This design comes from an exercise in tuning for small area, a short achievable clock period and few clock cycles on the open sky130 flow, not from production work.
Function was checked by simulation only, so behaviour that the tests miss may differ from the original.
Power is estimated from default activity; no workload was simulated.

[flow/config.mk]
export PLATFORM = sky130hd
export DESIGN_NAME = exec_core
export DESIGN_NICKNAME = exec_core
export VERILOG_FILES = /design/flow/design.v
export SDC_FILE = /design/flow/constraint.sdc
export NUM_CORES = 4
export LEC_CHECK = 0
export CAP_MARGIN = 20
export CORE_MARGIN = 2
export CORE_UTILIZATION = 60
export PLACE_DENSITY = 0.75
export SETUP_SLACK_MARGIN = 2.3
export SLEW_MARGIN = 20
[flow/constraint.sdc]
create_clock -name core_clock -period 6.0 [get_ports {clk}]
set_input_delay 1.2000 -clock core_clock [delete_from_list [all_inputs] [get_ports {clk}]]
set_output_delay 1.2000 -clock core_clock [all_outputs]
set_load 0.01 [all_outputs]
[flow/design.v]
package isa_pkg;
	localparam logic [4:0] OP_ADD  = 5'd0;
	localparam logic [4:0] OP_ADDU = 5'd1;
	localparam logic [4:0] OP_SUB  = 5'd2;
	localparam logic [4:0] OP_SUBU = 5'd3;
	localparam logic [4:0] OP_AND  = 5'd4;
	localparam logic [4:0] OP_OR   = 5'd5;
	localparam logic [4:0] OP_XOR  = 5'd6;
	localparam logic [4:0] OP_NOR  = 5'd7;
	localparam logic [4:0] OP_SLT  = 5'd8;
	localparam logic [4:0] OP_SLTU = 5'd9;
	localparam logic [4:0] OP_SLL  = 5'd10;
	localparam logic [4:0] OP_SRL  = 5'd11;
	localparam logic [4:0] OP_SRA  = 5'd12;
	localparam logic [4:0] OP_LUI  = 5'd13;
	localparam logic [4:0] OP_DIV  = 5'd14;
	localparam logic [4:0] OP_DIVU = 5'd15;
	localparam logic [4:0] OP_MTHI = 5'd16;
	localparam logic [4:0] OP_MTLO = 5'd17;
	localparam logic [4:0] OP_MFHI = 5'd18;
	localparam logic [4:0] OP_MFLO = 5'd19;
endpackage
`timescale 1ns/1ps
module alu (
	input  logic [4:0]  op,
	input  logic [31:0] a,
	input  logic [31:0] b,
	input  logic        cin,
	input  logic [4:0]  sa,
	input  logic        align,       
	input  logic [31:0] align_val,
	input  logic [4:0]  align_sh,
	output logic [31:0] align_res,
	output logic [31:0] result,
	output logic        overflow
);
	logic [32:0] sum;
	logic [31:0] p;
	logic [31:0] g;
	logic        ovf;
	logic        less;
	logic        t0;
	logic        t1;
	logic        t2;
	logic [31:0] logic_res;
	logic [31:0] b_rev;
	logic [31:0] v_rev;
	logic [31:0] sh_in;
	logic        sh_fill;
	logic [4:0]  sh_amt;
	logic [63:0] sh_wide;
	logic [31:0] sh_out;
	logic [31:0] sh_rev;
	add32 u_add (.a(a), .b(b), .ci(cin), .s(sum), .p(p), .g(g));
	assign ovf = (a[31] == b[31]) && (sum[31] != a[31]);
	assign less = (op == isa_pkg::OP_SLT) ? (sum[31] ^ ovf) : !sum[32];
	assign t0 = (op == isa_pkg::OP_NOR);
	assign t1 = (op == isa_pkg::OP_OR) || (op == isa_pkg::OP_XOR);
	assign t2 = (op == isa_pkg::OP_OR) || (op == isa_pkg::OP_AND);
	always_comb
	begin
		for (int i = 0; i < 32; i++)
			logic_res[i] = p[i] ? t1 : (g[i] ? t2 : t0);
	end
	always_comb
	begin
		for (int i = 0; i < 32; i++)
		begin
			b_rev[i] = b[31 - i];
			v_rev[i] = align_val[31 - i];
		end
	end
	assign sh_in   = align ? v_rev : (op == isa_pkg::OP_SLL) ? b_rev : b;
	assign sh_fill = !align && (op == isa_pkg::OP_SRA) && b[31];
	assign sh_amt  = align ? align_sh : sa;
	assign sh_wide = {{32{sh_fill}}, sh_in} >> sh_amt;
	assign sh_out  = sh_wide[31:0];
	always_comb
	begin
		for (int i = 0; i < 32; i++)
			sh_rev[i] = sh_out[31 - i];
	end
	assign align_res = sh_rev;
	always_comb
	begin
		case (op)
			isa_pkg::OP_ADD, isa_pkg::OP_ADDU,
			isa_pkg::OP_SUB, isa_pkg::OP_SUBU: result = sum[31:0];
			isa_pkg::OP_AND, isa_pkg::OP_OR,
			isa_pkg::OP_XOR, isa_pkg::OP_NOR:  result = logic_res;
			isa_pkg::OP_SLT, isa_pkg::OP_SLTU: result = {31'd0, less};
			isa_pkg::OP_SLL:  result = sh_rev;
			isa_pkg::OP_SRL, isa_pkg::OP_SRA: result = sh_out;
			isa_pkg::OP_LUI:  result = {b[15:0], 16'd0};
			default:          result = '0;
		endcase
	end
	assign overflow = ((op == isa_pkg::OP_ADD) || (op == isa_pkg::OP_SUB)) && ovf;
endmodule
module add32 (
	input  logic [31:0] a,
	input  logic [31:0] b,
	input  logic        ci,
	output logic [32:0] s,
	output logic [31:0] p,
	output logic [31:0] g
);
	logic [31:0] gg;
	logic [31:0] pp;
	logic [31:0] gn;
	logic [31:0] pn;
	assign p = a ^ b;
	assign g = a & b;
	always_comb
	begin
		gg = g;
		pp = p;
		gg[0] = g[0] | (p[0] & ci);
		for (int l = 0; l < 5; l++)
		begin
			gn = gg;
			pn = pp;
			for (int i = 0; i < 32; i++)
			begin
				if (((i >> l) & 1) == 1)
				begin
					gn[i] = gg[i] | (pp[i] & gg[((i >> l) << l) - 1]);
					pn[i] = pp[i] & pp[((i >> l) << l) - 1];
				end
			end
			gg = gn;
			pp = pn;
		end
		s[0] = p[0] ^ ci;
		for (int i = 1; i < 32; i++)
			s[i] = p[i] ^ gg[i - 1];
		s[32] = gg[31];
	end
endmodule
module add33 (
	input  logic [32:0] a,
	input  logic [32:0] b,
	input  logic        ci,
	output logic [32:0] s
);
	logic [32:0] low;
	logic [31:0] p_unused;
	logic [31:0] g_unused;
	add32 u_low (.a(a[31:0]), .b(b[31:0]), .ci(ci), .s(low), .p(p_unused), .g(g_unused));
	assign s = {a[32] ^ b[32] ^ low[32], low[31:0]};
endmodule
`timescale 1ns/1ps
module div_unit (
	input  logic        clk,
	input  logic        resetn,
	input  logic        load_div,    
	input  logic        is_signed,
	input  logic        load_hi,     
	input  logic        load_lo,     
	input  logic [31:0] a,
	input  logic [31:0] b,
	output logic        busy,
	output logic        align,       
	output logic [31:0] align_val,
	output logic [4:0]  align_sh,
	input  logic [31:0] align_res,   
	output logic [31:0] hi,
	output logic [31:0] lo
);
	logic        s_nega;     
	logic        s_negd;     
	logic        s_lz;       
	logic        s_align;    
	logic        s_iter;     
	logic        s_fixc;     
	logic        s_fixq;     
	logic        s_fixr;     
	logic        n_nega;
	logic        n_negd;
	logic        n_lz;
	logic        n_align;
	logic        n_iter;
	logic        n_fixc;
	logic        n_fixq;
	logic        n_fixr;
	logic        start;
	logic        done;
	logic        x_en;
	logic        xinv;
	logic        y_en;
	logic        inv;
	logic        hs;         
	logic [31:0] dv;
	logic [4:0]  cnt;
	logic        skip;       
	logic        a_neg;
	logic        b_neg;
	logic        q_neg;
	logic [32:0] sum;
	logic [31:0] lo_inc;
	logic [5:0]  lz_a;
	logic [5:0]  lz_d;
	logic [5:0]  lz_diff;
	logic [6:0]  lz_sub;
	logic        no_iter;
	logic        last;
	assign align = s_align;
	assign align_val = dv;
	assign align_sh = cnt;
	add33 u_add (
		.a  (({hs, hi} ^ {33{xinv}}) & {33{x_en}}),
		.b  ({1'b0, dv & {32{y_en}}} ^ {33{inv}}),
		.ci (inv || xinv),
		.s  (sum)
	);
	always_comb
	begin
		logic [31:0] all1;
		logic [31:0] nxt;
		all1 = lo;
		for (int l = 0; l < 5; l++)
		begin
			nxt = all1;
			for (int i = 0; i < 32; i++)
				if (((i >> l) & 1) == 1)
					nxt[i] = all1[i] && all1[((i >> l) << l) - 1];
			all1 = nxt;
		end
		lo_inc[0] = !lo[0];
		for (int i = 1; i < 32; i++)
			lo_inc[i] = lo[i] ^ all1[i - 1];
	end
	lzc32 u_lz_a (.v(hi), .n(lz_a));
	lzc32 u_lz_d (.v(dv), .n(lz_d));
	assign lz_sub = {1'b0, lz_d} - {1'b0, lz_a};
	assign lz_diff = lz_sub[5:0];
	assign no_iter = lz_d[5] || lz_sub[6];
	assign last = (cnt == 5'd0);
	assign start  = !busy && load_div;
	assign done   = (s_align && skip) || (s_iter && last && !sum[32]) || s_fixc;
	assign n_nega = start && is_signed && a[31];
	assign n_negd = (start && is_signed && !a[31] && b[31]) || (s_nega && b_neg);
	assign n_lz   = (start && !(is_signed && (a[31] || b[31]))) || (s_nega && !b_neg) || s_negd;
	assign n_align = s_lz;
	assign n_iter = (s_align && !skip) || (s_iter && !last);
	assign n_fixc = s_iter && last && sum[32];
	assign n_fixq = done && q_neg;
	assign n_fixr = done && a_neg;
	always_ff @(posedge clk)
	begin
		if (!resetn)
		begin
			s_nega <= 1'b0;
			s_negd <= 1'b0;
			s_lz <= 1'b0;
			s_align <= 1'b0;
			s_iter <= 1'b0;
			s_fixc <= 1'b0;
			s_fixq <= 1'b0;
			s_fixr <= 1'b0;
			busy <= 1'b0;
		end
		else
		begin
			s_nega <= n_nega;
			s_negd <= n_negd;
			s_lz <= n_lz;
			s_align <= n_align;
			s_iter <= n_iter;
			s_fixc <= n_fixc;
			s_fixq <= n_fixq;
			s_fixr <= n_fixr;
			busy <= n_nega || n_negd || n_lz || n_align || n_iter || n_fixc || n_fixq || n_fixr;
		end
	end
	always_ff @(posedge clk)
	begin
		x_en <= n_iter || n_fixc || n_nega || n_fixr;
		xinv <= n_nega || n_fixr;
		y_en <= n_iter || n_fixc || n_negd;
		inv  <= n_negd || (n_iter && !(s_iter && sum[32]));
	end
	always_ff @(posedge clk)
	begin
		if (!busy)
		begin
			dv <= b;
			a_neg <= is_signed && a[31];
			b_neg <= is_signed && b[31];
			q_neg <= is_signed && (a[31] ^ b[31]);
		end
		else if (s_negd)
			dv <= sum[31:0];
		else if (s_align && !skip)
			dv <= align_res;
		else if (s_iter && !last)
			dv <= {1'b0, dv[31:1]};
	end
	always_ff @(posedge clk)
	begin
		if (s_lz)
		begin
			cnt <= lz_diff[4:0];
			skip <= no_iter;
		end
		else if (s_iter)
			cnt <= cnt - 5'd1;
	end
	always_ff @(posedge clk)
	begin
		if (s_align)
			hs <= 1'b0;
		else if (s_iter)
			hs <= sum[32];
	end
	always_ff @(posedge clk)
	begin
		if (!resetn)
		begin
			hi <= '0;
			lo <= '0;
		end
		else
		begin
			if (load_hi || start)
				hi <= a;
			else if (s_nega || s_iter || s_fixr || s_fixc)
				hi <= sum[31:0];
			if (load_lo)
				lo <= a;
			else if (s_lz)
				lo <= {32{lz_d[5] ^ q_neg}};
			else if (s_iter)
				lo <= {lo[30:0], !sum[32] ^ q_neg};
			else if (s_fixq)
				lo <= lo_inc;
		end
	end
endmodule
module lzc32 (
	input  logic [31:0] v,
	output logic [5:0]  n
);
	logic [15:0] z1;    
	logic [15:0] c1;    
	logic [7:0]  z2;
	logic [15:0] c2;    
	logic [3:0]  z3;
	logic [11:0] c3;    
	logic [1:0]  z4;
	logic [7:0]  c4;    
	always_comb
	begin
		for (int i = 0; i < 16; i++)
		begin
			z1[i] = !(v[2*i+1] || v[2*i]);
			c1[i] = !v[2*i+1];
		end
		for (int i = 0; i < 8; i++)
		begin
			z2[i] = z1[2*i+1] && z1[2*i];
			c2[2*i+1] = z1[2*i+1];
			c2[2*i]   = z1[2*i+1] ? c1[2*i] : c1[2*i+1];
		end
		for (int i = 0; i < 4; i++)
		begin
			z3[i] = z2[2*i+1] && z2[2*i];
			c3[3*i+2] = z2[2*i+1];
			c3[3*i+1 -: 2] = z2[2*i+1] ? c2[4*i+1 -: 2] : c2[4*i+3 -: 2];
		end
		for (int i = 0; i < 2; i++)
		begin
			z4[i] = z3[2*i+1] && z3[2*i];
			c4[4*i+3] = z3[2*i+1];
			c4[4*i+2 -: 3] = z3[2*i+1] ? c3[6*i+2 -: 3] : c3[6*i+5 -: 3];
		end
		n[5] = z4[1] && z4[0];
		n[4] = z4[1] && !z4[0];
		n[3:0] = z4[1] ? c4[3:0] : c4[7:4];
		if (n[5])
			n[4:0] = 5'd0;
	end
endmodule
`timescale 1ns/1ps
module ex_issue (
	input  logic        clk,
	input  logic        resetn,
	input  logic        in_valid,
	input  logic [4:0]  in_op,
	input  logic [31:0] in_src1,
	input  logic [31:0] in_src2,
	input  logic [15:0] in_imm,
	input  logic [1:0]  in_src2_sel,
	input  logic        in_sa_sel,
	input  logic [4:0]  in_shamt,
	input  logic [4:0]  in_waddr,
	input  logic        div_busy,
	input  logic        div_align,
	input  logic        wb_allowin,
	output logic        in_allowin,
	output logic        ex_valid,    
	output logic        ex_go,       
	output logic [4:0]  ex_op,
	output logic [31:0] ex_a,
	output logic [31:0] ex_b,
	output logic        ex_cin,
	output logic [4:0]  ex_waddr
);
	logic        valid;
	logic        is_sub;
	logic        is_div;
	logic [31:0] b_sel;
	logic        is_shift;
	logic        hold_hilo;     
	logic        hold_shift;    
	assign is_sub = (in_op == isa_pkg::OP_SUB) || (in_op == isa_pkg::OP_SUBU) ||
	                (in_op == isa_pkg::OP_SLT) || (in_op == isa_pkg::OP_SLTU);
	assign is_div = (in_op == isa_pkg::OP_DIV) || (in_op == isa_pkg::OP_DIVU);
	assign is_shift = (in_op == isa_pkg::OP_SLL) || (in_op == isa_pkg::OP_SRL) ||
	                  (in_op == isa_pkg::OP_SRA);
	always_comb
	begin
		if (in_src2_sel == 2'd1 && !is_div)
			b_sel = {{16{in_imm[15]}}, in_imm};
		else if (in_src2_sel == 2'd2 && !is_div)
			b_sel = {16'd0, in_imm};
		else
			b_sel = in_src2;
	end
	assign ex_valid = valid && !(div_busy && hold_hilo) && !(div_align && hold_shift);
	assign ex_go = ex_valid && wb_allowin;
	assign in_allowin = !valid || ex_go;
	always_ff @(posedge clk)
	begin
		if (!resetn)
			valid <= 1'b0;
		else if (in_allowin)
			valid <= in_valid;
	end
	always_ff @(posedge clk)
	begin
		if (in_allowin)
		begin
			ex_op    <= in_op;
			ex_a[31:5] <= in_src1[31:5];
			ex_a[4:0]  <= (is_shift && !in_sa_sel) ? in_shamt : in_src1[4:0];
			ex_b     <= b_sel ^ {32{is_sub}};
			ex_cin   <= is_sub;
			ex_waddr <= in_waddr;
			hold_hilo <= is_div || (in_op == isa_pkg::OP_MTHI) || (in_op == isa_pkg::OP_MTLO) ||
			             (in_op == isa_pkg::OP_MFHI) || (in_op == isa_pkg::OP_MFLO);
			hold_shift <= is_shift;
		end
	end
endmodule
`timescale 1ns/1ps
module wb_commit (
	input  logic        clk,
	input  logic        resetn,
	input  logic        ex_valid,
	input  logic [4:0]  op,
	input  logic [4:0]  waddr,
	input  logic [31:0] alu_result,
	input  logic        alu_overflow,
	input  logic [31:0] hi,
	input  logic [31:0] lo,
	input  logic        out_allowin,
	output logic        wb_allowin,
	output logic        out_valid,
	output logic        out_wen,
	output logic [4:0]  out_waddr,
	output logic [31:0] out_wdata
);
	logic        next_wen;
	logic [31:0] next_wdata;
	assign wb_allowin = !out_valid || out_allowin;
	always_comb
	begin
		next_wdata = alu_result;
		case (op)
			isa_pkg::OP_DIV, isa_pkg::OP_DIVU,
			isa_pkg::OP_MTHI, isa_pkg::OP_MTLO:
			begin
				next_wen = 1'b0;
			end
			isa_pkg::OP_MFHI:
			begin
				next_wdata = hi;
				next_wen = 1'b1;
			end
			isa_pkg::OP_MFLO:
			begin
				next_wdata = lo;
				next_wen = 1'b1;
			end
			default:
			begin
				next_wen = !alu_overflow;
			end
		endcase
	end
	always_ff @(posedge clk)
	begin
		if (!resetn)
			out_valid <= 1'b0;
		else if (wb_allowin)
			out_valid <= ex_valid;
	end
	always_ff @(posedge clk)
	begin
		if (wb_allowin)
		begin
			out_wen   <= next_wen;
			out_waddr <= waddr;
			out_wdata <= next_wdata;
		end
	end
endmodule
`timescale 1ns/1ps
module exec_core (
	input  logic        clk,
	input  logic        resetn,
	input  logic        in_valid,
	input  logic [4:0]  in_op,
	input  logic [31:0] in_src1,
	input  logic [31:0] in_src2,
	input  logic [15:0] in_imm,
	input  logic [1:0]  in_src2_sel,
	input  logic        in_sa_sel,
	input  logic [4:0]  in_shamt,
	input  logic [4:0]  in_waddr,
	input  logic        out_allowin,
	output logic        in_allowin,
	output logic        out_valid,
	output logic        out_wen,
	output logic [4:0]  out_waddr,
	output logic [31:0] out_wdata
);
	logic        wb_allowin;
	logic        ex_valid;
	logic        ex_go;
	logic [4:0]  ex_op;
	logic [31:0] ex_a;
	logic [31:0] ex_b;
	logic        ex_cin;
	logic [4:0]  ex_waddr;
	logic [31:0] alu_result;
	logic        alu_overflow;
	logic        div_busy;
	logic        div_align;
	logic [31:0] align_val;
	logic [4:0]  align_sh;
	logic [31:0] align_res;
	logic [31:0] hi;
	logic [31:0] lo;
	ex_issue u_ex_issue (
		.clk         (clk),
		.resetn      (resetn),
		.in_valid    (in_valid),
		.in_op       (in_op),
		.in_src1     (in_src1),
		.in_src2     (in_src2),
		.in_imm      (in_imm),
		.in_src2_sel (in_src2_sel),
		.in_sa_sel   (in_sa_sel),
		.in_shamt    (in_shamt),
		.in_waddr    (in_waddr),
		.div_busy    (div_busy),
		.div_align   (div_align),
		.wb_allowin  (wb_allowin),
		.in_allowin  (in_allowin),
		.ex_valid    (ex_valid),
		.ex_go       (ex_go),
		.ex_op       (ex_op),
		.ex_a        (ex_a),
		.ex_b        (ex_b),
		.ex_cin      (ex_cin),
		.ex_waddr    (ex_waddr)
	);
	alu u_alu (
		.op        (ex_op),
		.a         (ex_a),
		.b         (ex_b),
		.cin       (ex_cin),
		.sa        (ex_a[4:0]),
		.align     (div_align),
		.align_val (align_val),
		.align_sh  (align_sh),
		.align_res (align_res),
		.result    (alu_result),
		.overflow  (alu_overflow)
	);
	div_unit u_div_unit (
		.clk       (clk),
		.resetn    (resetn),
		.load_div  (ex_go && ((ex_op == isa_pkg::OP_DIV) || (ex_op == isa_pkg::OP_DIVU))),
		.is_signed (ex_op == isa_pkg::OP_DIV),
		.load_hi   (ex_go && (ex_op == isa_pkg::OP_MTHI)),
		.load_lo   (ex_go && (ex_op == isa_pkg::OP_MTLO)),
		.a         (ex_a),
		.b         (ex_b),
		.busy      (div_busy),
		.align     (div_align),
		.align_val (align_val),
		.align_sh  (align_sh),
		.align_res (align_res),
		.hi        (hi),
		.lo        (lo)
	);
	wb_commit u_wb_commit (
		.clk          (clk),
		.resetn       (resetn),
		.ex_valid     (ex_valid),
		.op           (ex_op),
		.waddr        (ex_waddr),
		.alu_result   (alu_result),
		.alu_overflow (alu_overflow),
		.hi           (hi),
		.lo           (lo),
		.out_allowin  (out_allowin),
		.wb_allowin   (wb_allowin),
		.out_valid    (out_valid),
		.out_wen      (out_wen),
		.out_waddr    (out_waddr),
		.out_wdata    (out_wdata)
	);
endmodule
[flow/flow/run.sh]
#!/bin/bash
set -euo pipefail
export BUFFER_PORTS_ARGS="-buffer_cell sky130_fd_sc_hd__buf_2"
bash standard.sh > standard_flow.log 2>&1
[flow/standard.sh]
#!/bin/bash
# synth_recipe.tcl (not shown) runs the flow's synth.tcl, then flattens the netlist and writes it again
# the make line also repeats each setting of config.mk as NAME=value (left out here)
make -C /OpenROAD-flow-scripts/flow DESIGN_CONFIG=/design/flow/config.mk WORK_HOME=/design/flow/orfs CLKGATE_MAP_FILE= SYNTH_SCRIPT=/design/flow/synth_recipe.tcl "${@:-finish}"
==> results.json, run 1 <==
{
  "cts_tree": "yes",
  "status": "timing/DRC/antenna clean",
  "finalNetCount": 2667,
  "worstReg2RegEnd": "u_wb_commit.out_wdata[17]",
  "grt_max_degree": 63,
  "fin_crit_sh_pct": 63.3,
  "hpwl_um": 62900,
  "end_kind": "flop",
  "cap_viol_max_count": 0,
  "hold_buffers": 0,
  "ys_seq_elements": 236,
  "gr-total-overflow": 0,
  "synthFlopType": "edfxtp_1",
  "cts-root-buf": "clkbuf_16",
  "synth-edff-count": 156,
  "clk_latency_ns": 0.55,
  "cts_sinks": 236,
  "path_max_fanout": 3,
  "ys_types": 92,
  "wl_per_cell_um": 29.6,
  "r2r-start": "u_ex_issue.ex_b[0]",
  "finish.instance_area_mm2": 0.0226,
  "r2r_cells": 13,
  "routed_wl_um": 87200,
  "synth.avg_cell_area_um2": 8.39,
  "synth-async-reset-ratio_pct": 0,
  "initial_utilization_pct": 60.6,
  "antenna_found_initial": 9,
  "slowest_stage": "edfxtp_1",
  "crit_path_start": "u_ex_issue.ex_b[0]",
  "port_buffers": 141,
  "cp-start-kind": "flop",
  "worstPathRequired_ns": 6.29,
  "power.density_mw_per_mm2": 261,
  "vias": 21300,
  "ys_warn_count": 6,
  "cp_top_family": "compound AO/OA/AOI/OAI gates",
  "ys_seq_area_share_pct": 31.1,
  "boundaryPins": 142,
  "fill_cells": 2813,
  "synth_area_mm2": 0.0202,
  "synth_nets": 2601,
  "die_w_um": 188,
  "dpl-instance-area_mm2": 0.0212,
  "fin_tns_setup_ns": 0,
  "p_leak_nw": 9.01,
  "fin_crit_ns": 3.80,
  "track_usage_pct": 47.6,
  "dieArea_mm2": 0.0352,
  "die_y_um": 188,
  "drt_iter0_markers": 3713,
  "max_freq_ghz": 0.263,
  "maxSlewHeadroom_pct": 24.1,
  "reg2reg_slack_ns": 2.20,
  "gp_congestion": 1.08,
  "worstMarginPinSlew_ns": 1.14,
  "cts_buffers": 25,
  "slowest_delay_ns": 0.54,
  "setup_viol": 0,
  "ir_drop_v": 0.000248,
  "rsz0062_at_grt": "true",
  "area_growth_pct": 11.9,
  "cts_buffer_depth": 3,
  "hold_path_class": "flop to flop",
  "cts_htree_levels": 1,
  "grt_pass1_wl_um": 125000,
  "hold_start": "u_ex_issue.ex_waddr[3]",
  "ant_nets": 0,
  "cp-endpoint": "u_wb_commit.out_wdata[17]",
  "vias_per_cell": 7.23,
  "path_clk_slew_ns": 0.06,
  "drc": 0,
  "drv_slew": 0,
  "drt_pass1_iterations": 12,
  "path_cells": "fa_2, inv_1, fa_1, nor2b_1, o311a_1, o21ai_2, a21oi_1, fa_1, xnor2_1, o22ai_1, a311oi_1, o21ai_2, a221o_1",
  "rows": 67,
  "core_area_mm2": 0.0334,
  "drive_gt1_share_pct": 15.8,
  "hold_violations": 0,
  "crit_buf_inv": 1,
  "finalClockSkew_ns": 0.0185,
  "path_class": "flop to flop",
  "arrival_ns": 4.09,
  "cp.depth": 13,
  "grt_pass1_vias": 19400,
  "syn_inst": 2410
}
==> flip-flops by register name (all words and copies together), names as in the netlist, 5 cells and up <==
signal                 flops
u_div_unit.cnt             5
u_div_unit.dv             32
u_div_unit.hi             32
u_div_unit.lo             32
u_ex_issue.ex_a           32
u_ex_issue.ex_b           32
u_ex_issue.ex_op           5
u_ex_issue.ex_waddr        5
u_wb_commit.out_waddr      5
u_wb_commit.out_wdata     32
==> power breakdown <==
part | internal (mW) | switching (mW)
clock network | 0.934 | 0.686
logic | 0.773 | 1.22
registers | 1.95 | 0.357
==> cell usage in the layout, fill, tap and decap left out, types with 16 or more instances in the layout <==
cell type and count:
nor2b_1 18, a311oi_1 16, o211ai_1 28, buf_4 63, xnor2_1 103, a221oi_1 28, nor2_1 204, ha_1 76
edfxtp_1 156, o21ai_0 148, inv_1 61, dfxtp_1 75, nor3_1 29, nor3b_1 25, a21o_1 25, a221o_1 22
o221ai_1 47, clkbuf_16 25, and3_1 16, nand2_1 258, mux2i_1 99, xor2_1 65, nand4_1 18, a21oi_1 192
o22ai_1 24, and2_1 45, mux2_2 44, a31oi_1 37, nand3_1 64, buf_2 141
==> final cells by class <==
cell class / count / area, um^2 / share of cell area (%)
Tap cell: 448 / 561 / 2.48
Multi-Input combinational cell: 1937 / 13300 / 59.0
Clock buffer: 35 / 693 / 3.07
Clock inverter: 10 / 133 / 0.587
Inverter: 64 / 240 / 1.06
Timing Repair Buffer: 212 / 1340 / 5.91
Antenna cell: 4 / 10.0 / 0.0443
Sequential cell: 236 / 6300 / 27.9
==> synthesized netlist by cell type, drive strengths merged, types with 14 or more instances <==
master	instances	area share, %
a211oi	14	0.52
a21o	25	0.93
a21oi	202	5.0
a221o	22	1.1
a221oi	31	1.4
a22o	15	0.65
a311oi	16	0.69
a31oi	38	1.2
and2	46	1.4
and3	16	0.50
buf	47	1.1
clkbuf	130	2.4
dfxtp	80	7.9
edfxtp	156	23
ha	76	4.7
inv	62	1.2
mux2	47	2.6
mux2i	106	5.2
nand2	260	4.8
nand3	64	1.6
nand4	18	0.56
nor2	207	3.9
nor2b	19	0.59
nor3	32	0.84
nor3b	26	0.99
nor4	14	0.46
o211ai	28	1.0
o21ai	168	4.2
o221ai	47	2.0
o22ai	24	0.74
o31ai	15	0.56
xnor2	105	4.6
xor2	67	2.9
==> repair_timing <==
item                                    CTS  global route
endpoints found under the setup margin   98            63
cloned                                    4             1
endpoints found under the hold margin     0             0
resized for setup                        32            43
buffers inserted                         17             8
pin swaps                                 9            16
==> routing by layer <==
layer / wire length (um) / track usage (%) / share of wire, %
met1: 30700 / 58.8 / 35
met2: 35500 / 68.1 / 41
met3: 13200 / 18.3 / 15
met4: 7840 / 33.6 / 9.0
met5: 40 / 0.137 / 0.046
==> worst min path at each step <==
| stage | end | slack (ns) | depth (start not counted) |
|---|---|---|---|
| 2_1_floorplan | u_wb_commit.out_waddr[0] | 0.40 | 0 |
| 3_3_place_gp | u_wb_commit.out_waddr[4] | 0.40 | 0 |
| 3_5_place_dp | u_wb_commit.out_waddr[3] | 0.41 | 0 |
| 4_1_cts | u_wb_commit.out_waddr[3] | 0.42 | 0 |
| 5_1_grt | u_wb_commit.out_waddr[0] | 0.43 | 0 |
| 6_report | u_wb_commit.out_waddr[3] | 0.42 | 0 |
==> cells by family (layout without fill, tap and decap cells) <==
kind of cell / Yosys count / after routing / share of synthesized area, %
flops: 236 / 236 / 31.1
buf+inv: 241 / 321 / 4.72
other cells: 0 / 4 / 0
simple gates: 757 / 761 / 17.6
xor+xnor: 172 / 172 / 7.49
compound gates: 759 / 759 / 24.9
mux: 156 / 156 / 8.22
fa+ha+maj: 89 / 89 / 5.99
==> through the flow <==
step / std cells / utilization (%) / total power, mW / setup WS [ns] / hold slack (ns)
floorplan: 2410 / - / 3.37 / 2.31 / 0.400
global placement: 2866 / 63.5 / 4.07 / 1.58 / 0.404
detailed placement: 2867 / 63.5 / 4.11 / 1.42 / 0.410
CTS: 2933 / 67.0 / 5.72 / 2.30 / 0.424
global route: 2944 / 67.8 / 6.04 / 2.09 / 0.428
finish: 2946 / 67.8 / 5.91 / 2.20 / 0.423
Testbench counts, summed over its fixed seeds: cycles 19,338.
==> run 2: changes to the inputs <==
--- a/flow/design.v
+++ b/flow/design.v
@@ -21,2 +21,10 @@
 	localparam logic [4:0] OP_MFLO = 5'd19;
+	localparam int RS_SUM   = 0;
+	localparam int RS_LOGIC = 1;
+	localparam int RS_SLT   = 2;
+	localparam int RS_SLL   = 3;
+	localparam int RS_SR    = 4;
+	localparam int RS_LUI   = 5;
+	localparam int RS_HI    = 6;
+	localparam int RS_LO    = 7;
 endpackage
@@ -25,2 +33,3 @@
 	input  logic [4:0]  op,
+	input  logic [7:0]  rsel,        
 	input  logic [31:0] a,
@@ -72,3 +81,3 @@
 	end
-	assign sh_in   = align ? v_rev : (op == isa_pkg::OP_SLL) ? b_rev : b;
+	assign sh_in   = align ? v_rev : rsel[isa_pkg::RS_SLL] ? b_rev : b;
 	assign sh_fill = !align && (op == isa_pkg::OP_SRA) && b[31];
@@ -83,16 +92,8 @@
 	assign align_res = sh_rev;
-	always_comb
-	begin
-		case (op)
-			isa_pkg::OP_ADD, isa_pkg::OP_ADDU,
-			isa_pkg::OP_SUB, isa_pkg::OP_SUBU: result = sum[31:0];
-			isa_pkg::OP_AND, isa_pkg::OP_OR,
-			isa_pkg::OP_XOR, isa_pkg::OP_NOR:  result = logic_res;
-			isa_pkg::OP_SLT, isa_pkg::OP_SLTU: result = {31'd0, less};
-			isa_pkg::OP_SLL:  result = sh_rev;
-			isa_pkg::OP_SRL, isa_pkg::OP_SRA: result = sh_out;
-			isa_pkg::OP_LUI:  result = {b[15:0], 16'd0};
-			default:          result = '0;
-		endcase
-	end
+	assign result = ({32{rsel[isa_pkg::RS_SUM]}} & sum[31:0]) |
+	                ({32{rsel[isa_pkg::RS_LOGIC]}} & logic_res) |
+	                {31'd0, rsel[isa_pkg::RS_SLT] && less} |
+	                ({32{rsel[isa_pkg::RS_SLL]}} & sh_rev) |
+	                ({32{rsel[isa_pkg::RS_SR]}} & sh_out) |
+	                ({32{rsel[isa_pkg::RS_LUI]}} & {b[15:0], 16'd0});
 	assign overflow = ((op == isa_pkg::OP_ADD) || (op == isa_pkg::OP_SUB)) && ovf;
@@ -406,3 +407,4 @@
 	output logic        ex_cin,
-	output logic [4:0]  ex_waddr
+	output logic [4:0]  ex_waddr,
+	output logic [7:0]  ex_rsel      
 );
@@ -452,2 +454,12 @@
 			hold_shift <= is_shift;
+			ex_rsel[isa_pkg::RS_SUM]   <= (in_op == isa_pkg::OP_ADD) || (in_op == isa_pkg::OP_ADDU) ||
+			                              (in_op == isa_pkg::OP_SUB) || (in_op == isa_pkg::OP_SUBU);
+			ex_rsel[isa_pkg::RS_LOGIC] <= (in_op == isa_pkg::OP_AND) || (in_op == isa_pkg::OP_OR) ||
+			                              (in_op == isa_pkg::OP_XOR) || (in_op == isa_pkg::OP_NOR);
+			ex_rsel[isa_pkg::RS_SLT]   <= (in_op == isa_pkg::OP_SLT) || (in_op == isa_pkg::OP_SLTU);
+			ex_rsel[isa_pkg::RS_SLL]   <= (in_op == isa_pkg::OP_SLL);
+			ex_rsel[isa_pkg::RS_SR]    <= (in_op == isa_pkg::OP_SRL) || (in_op == isa_pkg::OP_SRA);
+			ex_rsel[isa_pkg::RS_LUI]   <= (in_op == isa_pkg::OP_LUI);
+			ex_rsel[isa_pkg::RS_HI]    <= (in_op == isa_pkg::OP_MFHI);
+			ex_rsel[isa_pkg::RS_LO]    <= (in_op == isa_pkg::OP_MFLO);
 		end
@@ -461,2 +473,3 @@
 	input  logic [4:0]  op,
+	input  logic [7:0]  rsel,        
 	input  logic [4:0]  waddr,
@@ -476,5 +489,6 @@
 	assign wb_allowin = !out_valid || out_allowin;
+	assign next_wdata = alu_result | ({32{rsel[isa_pkg::RS_HI]}} & hi) |
+	                    ({32{rsel[isa_pkg::RS_LO]}} & lo);
 	always_comb
 	begin
-		next_wdata = alu_result;
 		case (op)
@@ -482,19 +496,7 @@
 			isa_pkg::OP_MTHI, isa_pkg::OP_MTLO:
-			begin
 				next_wen = 1'b0;
-			end
-			isa_pkg::OP_MFHI:
-			begin
-				next_wdata = hi;
-				next_wen = 1'b1;
-			end
-			isa_pkg::OP_MFLO:
-			begin
-				next_wdata = lo;
+			isa_pkg::OP_MFHI, isa_pkg::OP_MFLO:
 				next_wen = 1'b1;
-			end
 			default:
-			begin
 				next_wen = !alu_overflow;
-			end
 		endcase
@@ -546,2 +548,3 @@
 	logic [4:0]  ex_waddr;
+	logic [7:0]  ex_rsel;
 	logic [31:0] alu_result;
@@ -577,3 +580,4 @@
 		.ex_cin      (ex_cin),
-		.ex_waddr    (ex_waddr)
+		.ex_waddr    (ex_waddr),
+		.ex_rsel     (ex_rsel)
 	);
@@ -581,2 +585,3 @@
 		.op        (ex_op),
+		.rsel      (ex_rsel),
 		.a         (ex_a),
@@ -614,2 +619,3 @@
 		.op           (ex_op),
+		.rsel         (ex_rsel),
 		.waddr        (ex_waddr),
==> run 2 against run 1 <==
Still clean on timing, DRC and antenna. Sequential share of layout area is 0.21 points lower. Critical path depth grew 10. Non-clock buffer count rose by 26. Count of clock-buffer cells in the layout shrank 1. Area after synthesis decreased by 0.20%. Combinational power grew 4%. First-iteration DRC count shrank 1.5%. Global-route usage down 0.16 points. Hold slack worse by 0.0050 ns. Sequential power grew 5%. Register-to-register slack got worse by 0.12 ns. Core utilization up 3.3 points. Highest routed layer unchanged.
==> results.json, run 2 <==
{
  "status": "timing/DRC/antenna clean",
  "arrival_ns": 4.37,
  "fin_crit_ns": 3.92,
  "synth_common_cells": "nand2_1, nor2_1, a21oi_1",
  "setup_viol": 0,
  "netlist_top_cells_area": "edfxtp_1, mux2i_1, dfxtp_1, ha_1, a21oi_1",
  "p_leak_nw": 9.50,
  "cts_buffers": 28,
  "initial_utilization_pct": 60.6,
  "area_growth_pct": 17.2,
  "end_kind": "flop",
  "finish.instance_area_mm2": 0.0237,
  "port_buffers": 141,
  "core_area_mm2": 0.0333,
  "synth.most_common_cell": "nand2_1",
  "boundaryPins": 142,
  "cp-start-kind": "flop",
  "vias_per_cell": 7.15,
  "ys_types": 87,
  "hpwl_um": 60400,
  "grt_use_met1_pct": 59.2,
  "hold_path_class": "flop to flop",
  "synth-async-reset-ratio_pct": 0,
  "grt_util_met2_pct": 70.8,
  "ys_warn_count": 6,
  "cts-root-buf": "clkbuf_16",
  "synth.avg_cell_area_um2": 8.71,
  "drive_gt1_share_pct": 21.1,
  "cap_viol_max_count": 0,
  "grt_max_degree": 59,
  "gr-max-usage-layer": "met2",
  "synth_area_mm2": 0.0202,
  "cts_buffer_depth": 3,
  "rows": 67,
  "ys_seq_area_share_pct": 32.3,
  "worstPathRequired_ns": 6.45,
  "fill_cells": 2627,
  "vias": 20700,
  "worstMarginPinSlew_ns": 1.29,
  "hold_buffers": 0,
  "dieArea_mm2": 0.0351,
  "power.density_mw_per_mm2": 261,
  "finalNetCount": 2614,
  "ir_drop_v": 0.000331,
  "fin_tns_setup_ns": 0,
  "cts_htree_levels": 1,
  "fin_crit_sh_pct": 65.3,
  "path_clk_slew_ns": 0.06,
  "synth_top_area_cell": "edfxtp_1",
  "synth_nets": 2507,
  "dpl-instance-area_mm2": 0.0210,
  "path_max_fanout": 5,
  "rsz0062_at_grt": "true",
  "drt_pass1_iterations": 8,
  "drc": 0,
  "max_freq_ghz": 0.255,
  "clk_latency_ns": 0.58,
  "drt_iter0_markers": 3659,
  "grt_pass1_wl_um": 123000,
  "synthDominantCellAreaShare_pct": 24.4,
  "die_w_um": 187,
  "finalClockSkew_ns": 0.0171,
  "synthFlopType": "edfxtp_1",
  "synth-edff-count": 164,
  "ant_nets": 0,
  "grt_pass1_vias": 18900,
  "cts_tree": "yes",
  "gp_congestion": 1.14,
  "final_cell_mix": "nand2_1, nor2_1, a21oi_1",
  "mostFrequentLayoutCell": "nand2_1",
  "hold_violations": 0,
  "cts_sinks": 244,
  "drv_slew": 0,
  "gr-total-overflow": 0,
  "routed_wl_um": 86700,
  "wl_per_cell_um": 29.9,
  "path_class": "flop to flop",
  "ys_seq_elements": 244,
  "syn_inst": 2316,
  "track_usage_pct": 47.4,
  "antenna_found_initial": 11,
  "use_met3_pct": 14.4,
  "maxSlewHeadroom_pct": 14.1,
  "die_y_um": 187
}
[run 2: final cells by class]
class | instances | area, um^2 | area share (%)
sequential | 244 | 6540 | 27.7
tap | 448 | 561 | 2.37
inverter | 67 | 251 | 1.06
clock buffer | 34 | 753 | 3.18
antenna | 7 | 17.5 | 0.0741
multi-input combinational | 1844 | 13800 | 58.3
timing repair buffer | 238 | 1610 | 6.79
clock inverter | 16 | 133 | 0.561
[run 2: repair_timing]
action | 4_1_cts | 5_1_grt
buffers inserted | 35 | 31
gates resized for setup | 106 | 128
cloned | 5 | 2
endpoints found under the setup margin | 93 | 84
pin swaps | 51 | 64
[run 2: worst paths after layout]
| path | startpoint | end | slack, ns | cells past startpoint |
|---|---|---|---|---|
| worst max-delay path | u_div_unit.xinv | u_div_unit.hi[23] | 2.08 | 23 |
| worst min-delay path | u_ex_issue.ex_waddr[3] | u_wb_commit.out_waddr[3] | 0.42 | 0 |
| worst max register to register | u_div_unit.xinv | u_div_unit.hi[23] | 2.08 | 23 |
| worst min register to register | u_ex_issue.ex_waddr[3] | u_wb_commit.out_waddr[3] | 0.42 | 0 |
[run 2: logic make-up (layout without fill, tap and decap cells)]
kind of cell | count (synthesis) | after routing | share of synthesized area (%)
adder cells (fa/ha/maj) | 89 | 89 | 6.00
multiplexers | 232 | 232 | 12.4
other | 0 | 7 | 0
AND/OR/NAND/NOR | 695 | 699 | 15.9
buffers and inverters | 232 | 355 | 4.73
flip-flops | 244 | 244 | 32.3
AO/OA/AOI/OAI | 664 | 664 | 21.7
XOR/XNOR | 160 | 160 | 6.95
[run 2: per-stage QoR]
step           hold slack, ns  setup slack [ns]  power, mW  utilization (%)  instances
2_1_floorplan           0.400              2.31       3.52                -       2316
3_3_place_gp            0.403              1.70       4.21             63.2       2768
3_5_place_dp            0.407              1.59       4.25             63.2       2768
4_1_cts                 0.418              2.09       5.96             68.3       2858
5_1_grt                 0.424              2.00       6.32             71.0       2891
6_report                0.418              2.08       6.18             71.1       2898
[run 2: report_power, final]
part	switching [mW]	total (mW)	leakage (nW)	internal (mW)
registers	0.374	2.42	2.39	2.04
logic	1.23	2.07	6.67	0.834
clock network	0.753	1.69	0.439	0.939
[run 2: per-layer routing]
layer  part of all wire, %  vias up
li1                      -     8814
met1                    35     9724
met2                    42     1729
met3                    14      461
met4                   8.8        6
met5                 0.055        -
[run 2: worst max-delay path, cell delays in order, from the launching register on]
cell      delay, ns
dfxtp_4        0.37
buf_6          0.12
buf_4          0.14
buf_6          0.13
buf_16         0.13
xor2_1         0.14
and2_4         0.18
ha_4           0.25
o211ai_1       0.10
o211ai_1       0.41
buf_4          0.20
buf_6          0.09
nand4_1        0.12
buf_4          0.17
buf_4          0.12
buf_4          0.12
buf_4          0.12
buf_4          0.13
buf_4          0.12
buf_4          0.13
nand2_2        0.06
a211o_1        0.19
nand2b_4       0.15
a31oi_1        0.09
Testbench counts of run 2, summed over its fixed seeds: cycles 19,338.
==> run 3: changes to the inputs <==
--- a/flow/config.mk
+++ b/flow/config.mk
@@ -11,3 +11,3 @@
 export PLACE_DENSITY = 0.75
-export SETUP_SLACK_MARGIN = 2.3
+export SETUP_SLACK_MARGIN = 2.0
 export SLEW_MARGIN = 20
==> run 3 against run 2 <==
Still clean. Total power is 0.32% higher. Register-to-register slack worse by 0.17 ns. Final cell count is 1.6% lower. Global-route usage is 0.66 points lower. Die area stayed put. Via count is 0.30% lower. Worst setup slack worse by 0.17 ns. Clock skew is 0.010 ns higher. Critical endpoint is now u_wb_commit.out_wdata[9]. Largest cell class unchanged.
==> results.json, run 3 <==
{
  "clk_latency_ns": 0.57,
  "netlist_top_cells_area": "edfxtp_1, mux2i_1, dfxtp_1, ha_1, a21oi_1",
  "ys_types": 87,
  "vias": 20700,
  "max_freq_ghz": 0.245,
  "r2r_cells": 15,
  "cts-root-buf": "clkbuf_16",
  "hold_path_end": "u_wb_commit.out_waddr[3]",
  "cp_top_family": "compound AO/OA/AOI/OAI gates",
  "fin_crit_sh_pct": 68.1,
  "synth_common_cells": "nand2_1, nor2_1, a21oi_1",
  "cts_sinks": 244,
  "boundaryPins": 142,
  "maxSlewHeadroom_pct": 30.4,
  "setup_viol": 0,
  "grt_max_degree": 59,
  "reg2reg_slack_ns": 1.91,
  "drt_pass1_iterations": 12,
  "cts_tree": "yes",
  "synth.most_common_cell": "nand2_1",
  "finalClockSkew_ns": 0.0273,
  "cp-start-kind": "flop",
  "cts_buffers": 27,
  "antenna_found_initial": 6,
  "min_path_cells": 0,
  "drive_gt1_share_pct": 15.0,
  "arrival_ns": 4.35,
  "synth_area_mm2": 0.0202,
  "die_y_um": 187,
  "p_leak_nw": 9.06,
  "fin_tns_setup_ns": 0,
  "rows": 67,
  "drc": 0,
  "fin_crit_ns": 4.09,
  "synth_nets": 2507,
  "path_cells": "fa_2, inv_1, fa_2, nand2b_1, a21oi_1, o21a_1, or2_2, a21o_1, a21o_1, fa_1, a221oi_1, a31oi_1, a221o_1, a21oi_2, o21ai_0",
  "ys_seq_elements": 244,
  "synthDominantCellAreaShare_pct": 24.4,
  "synthFlopType": "edfxtp_1",
  "hold_violations": 0,
  "dieArea_mm2": 0.0351,
  "area_growth_pct": 10.9,
  "worstPathRequired_ns": 6.26,
  "power.density_mw_per_mm2": 277,
  "path_clk_slew_ns": 0.06,
  "ys_warn_count": 6,
  "hold_path_class": "flop to flop",
  "final_cell_mix": "nand2_1, nor2_1, a21oi_1",
  "hold_start": "u_ex_issue.ex_waddr[3]",
  "worstMarginPinSlew_ns": 1.04,
  "finalNetCount": 2573,
  "end_kind": "flop",
  "drt_iter0_markers": 3553,
  "vias_per_cell": 7.25,
  "gp_congestion": 1.14,
  "slowest_stage": "edfxtp_1",
  "ant_nets": 0,
  "synth-async-reset-ratio_pct": 0,
  "finish.instance_area_mm2": 0.0224,
  "slowest_delay_ns": 0.51,
  "track_usage_pct": 46.8,
  "path_class": "flop to flop",
  "crit_buf_inv": 1,
  "rsz0062_at_grt": "true",
  "hpwl_um": 61500,
  "cts_htree_levels": 1,
  "status": "timing/DRC/antenna clean",
  "synth_top_area_cell": "edfxtp_1",
  "grt_pass1_vias": 19000,
  "gr-total-overflow": 0,
  "die_w_um": 187,
  "cts_buffer_depth": 3,
  "ys_seq_area_share_pct": 32.3,
  "syn_inst": 2316,
  "r2r-start": "u_ex_issue.ex_a[0]",
  "drv_slew": 0,
  "synth.avg_cell_area_um2": 8.71,
  "wl_per_cell_um": 29.9,
  "initial_utilization_pct": 60.6,
  "grt_pass1_wl_um": 122000,
  "dpl-instance-area_mm2": 0.0210,
  "port_buffers": 141,
  "routed_wl_um": 85300,
  "worstReg2RegEnd": "u_wb_commit.out_wdata[9]",
  "timing.hold.ws_ns": 0.420,
  "mostFrequentLayoutCell": "nand2_1",
  "synth-edff-count": 164,
  "core_area_mm2": 0.0333,
  "hold_buffers": 0,
  "cap_viol_max_count": 0,
  "path_max_fanout": 4,
  "ir_drop_v": 0.000315
}
-- run 3: cell counts after synthesis --
No cell type changed its count.
-- run 3: repair_timing --
item                       4_1_cts  5_1_grt
pin swaps                        3       14
setup buffers                    8       17
setup endpoints to repair       60       47
resized for setup               16       35
gates cloned                     0        2
-- run 3: cells by family (layout without fill, tap and decap cells) --
family | Yosys count | after routing | synth area share [%]
simple gates | 695 | 695 | 15.9
other cells | 0 | 4 | 0
compound gates | 664 | 664 | 21.7
flops | 244 | 244 | 32.3
xor+xnor | 160 | 160 | 6.95
buf+inv | 232 | 317 | 4.73
fa+ha+maj | 89 | 89 | 6.00
mux | 232 | 232 | 12.4
-- run 3: per-layer routing --
layer,global-route usage [%],wire (um),vias to the layer above
li1,-,-,8735
met2,69.5,35700,1779
met3,13.9,11900,474
met5,0,0,-
met4,33.8,7820,0
met1,58.0,29800,9684
-- run 3: where the power goes --
group | internal, mW | switching [mW]
clock network | 1.04 | 0.732
logic | 0.785 | 1.22
registers | 2.04 | 0.378
total | 3.87 | 2.33
-- run 3: worst max-delay path by stage --
stage | cells after the start | end | start
after floorplan | 4 | in_allowin | out_allowin
after global placement | 12 | u_div_unit.dv[22] | u_div_unit.xinv
after detailed placement | 13 | u_div_unit.x_en | u_div_unit.xinv
after CTS | 12 | u_div_unit.x_en | u_div_unit.inv
after global routing | 15 | u_wb_commit.out_wdata[9] | u_ex_issue.ex_a[0]
final | 15 | u_wb_commit.out_wdata[9] | u_ex_issue.ex_a[0]
-- run 3: final cells by class --
class	count	area, um^2
multi-input combinational	1840	12900
fill	2780	10900
sequential	244	6540
timing repair buffer	202	1230
clock buffer	33	698
tap	448	561
inverter	67	251
clock inverter	15	208
antenna	4	10.0
-- run 3: metrics by stage --
stage                     utilization (%)  std cells  total power [mW]  setup slack (ns)
after global routing                 67.2       2849              6.33              1.84
after CTS                            66.3       2830              6.04              1.96
after detailed placement             63.2       2774              4.28              1.71
final                                67.3       2853              6.20              1.91
after floorplan                         -       2316              3.52              1.95
after global placement               63.2       2774              4.24              1.79

[afterwards: timing with drivers on the ports]
In the flow no input, the clock included, has a driving cell. The finished layouts below were timed again as built, in two steps.
Step 1, drivers: a clkbuf_16 drives clk and a buf_2 each remaining input, both assumed.
Step 2, shift: input delay + t, output delay - t, t = (earliest + latest rising clock arrival at the registers) / 2. This alone moves slack from input paths to output paths.
a / b / c = ideal ports / drivers / drivers and shift; a / b = the first two.
| run | shift t [ns] | slack for setup (ns) | hold WS [ns] | worst setup path at the end |
|---|---|---|---|---|
| run 1 | 0.601 | 2.200 / 2.200 / 1.871 | 0.423 / 0.423 / 0.423 | input to register |
| run 2 | 0.629 | 2.081 / 2.081 / 2.075 | 0.418 / 0.418 / 0.418 | input to register |
| run 3 | 0.613 | 1.912 / 1.912 / 1.912 | 0.420 / 0.420 / 0.420 | register to register |
After both steps every run listed still meets setup and hold. For run 1, which loses most, drivers alone change the setup slack by 0.000 ns; drivers and shift together by -0.329 ns.
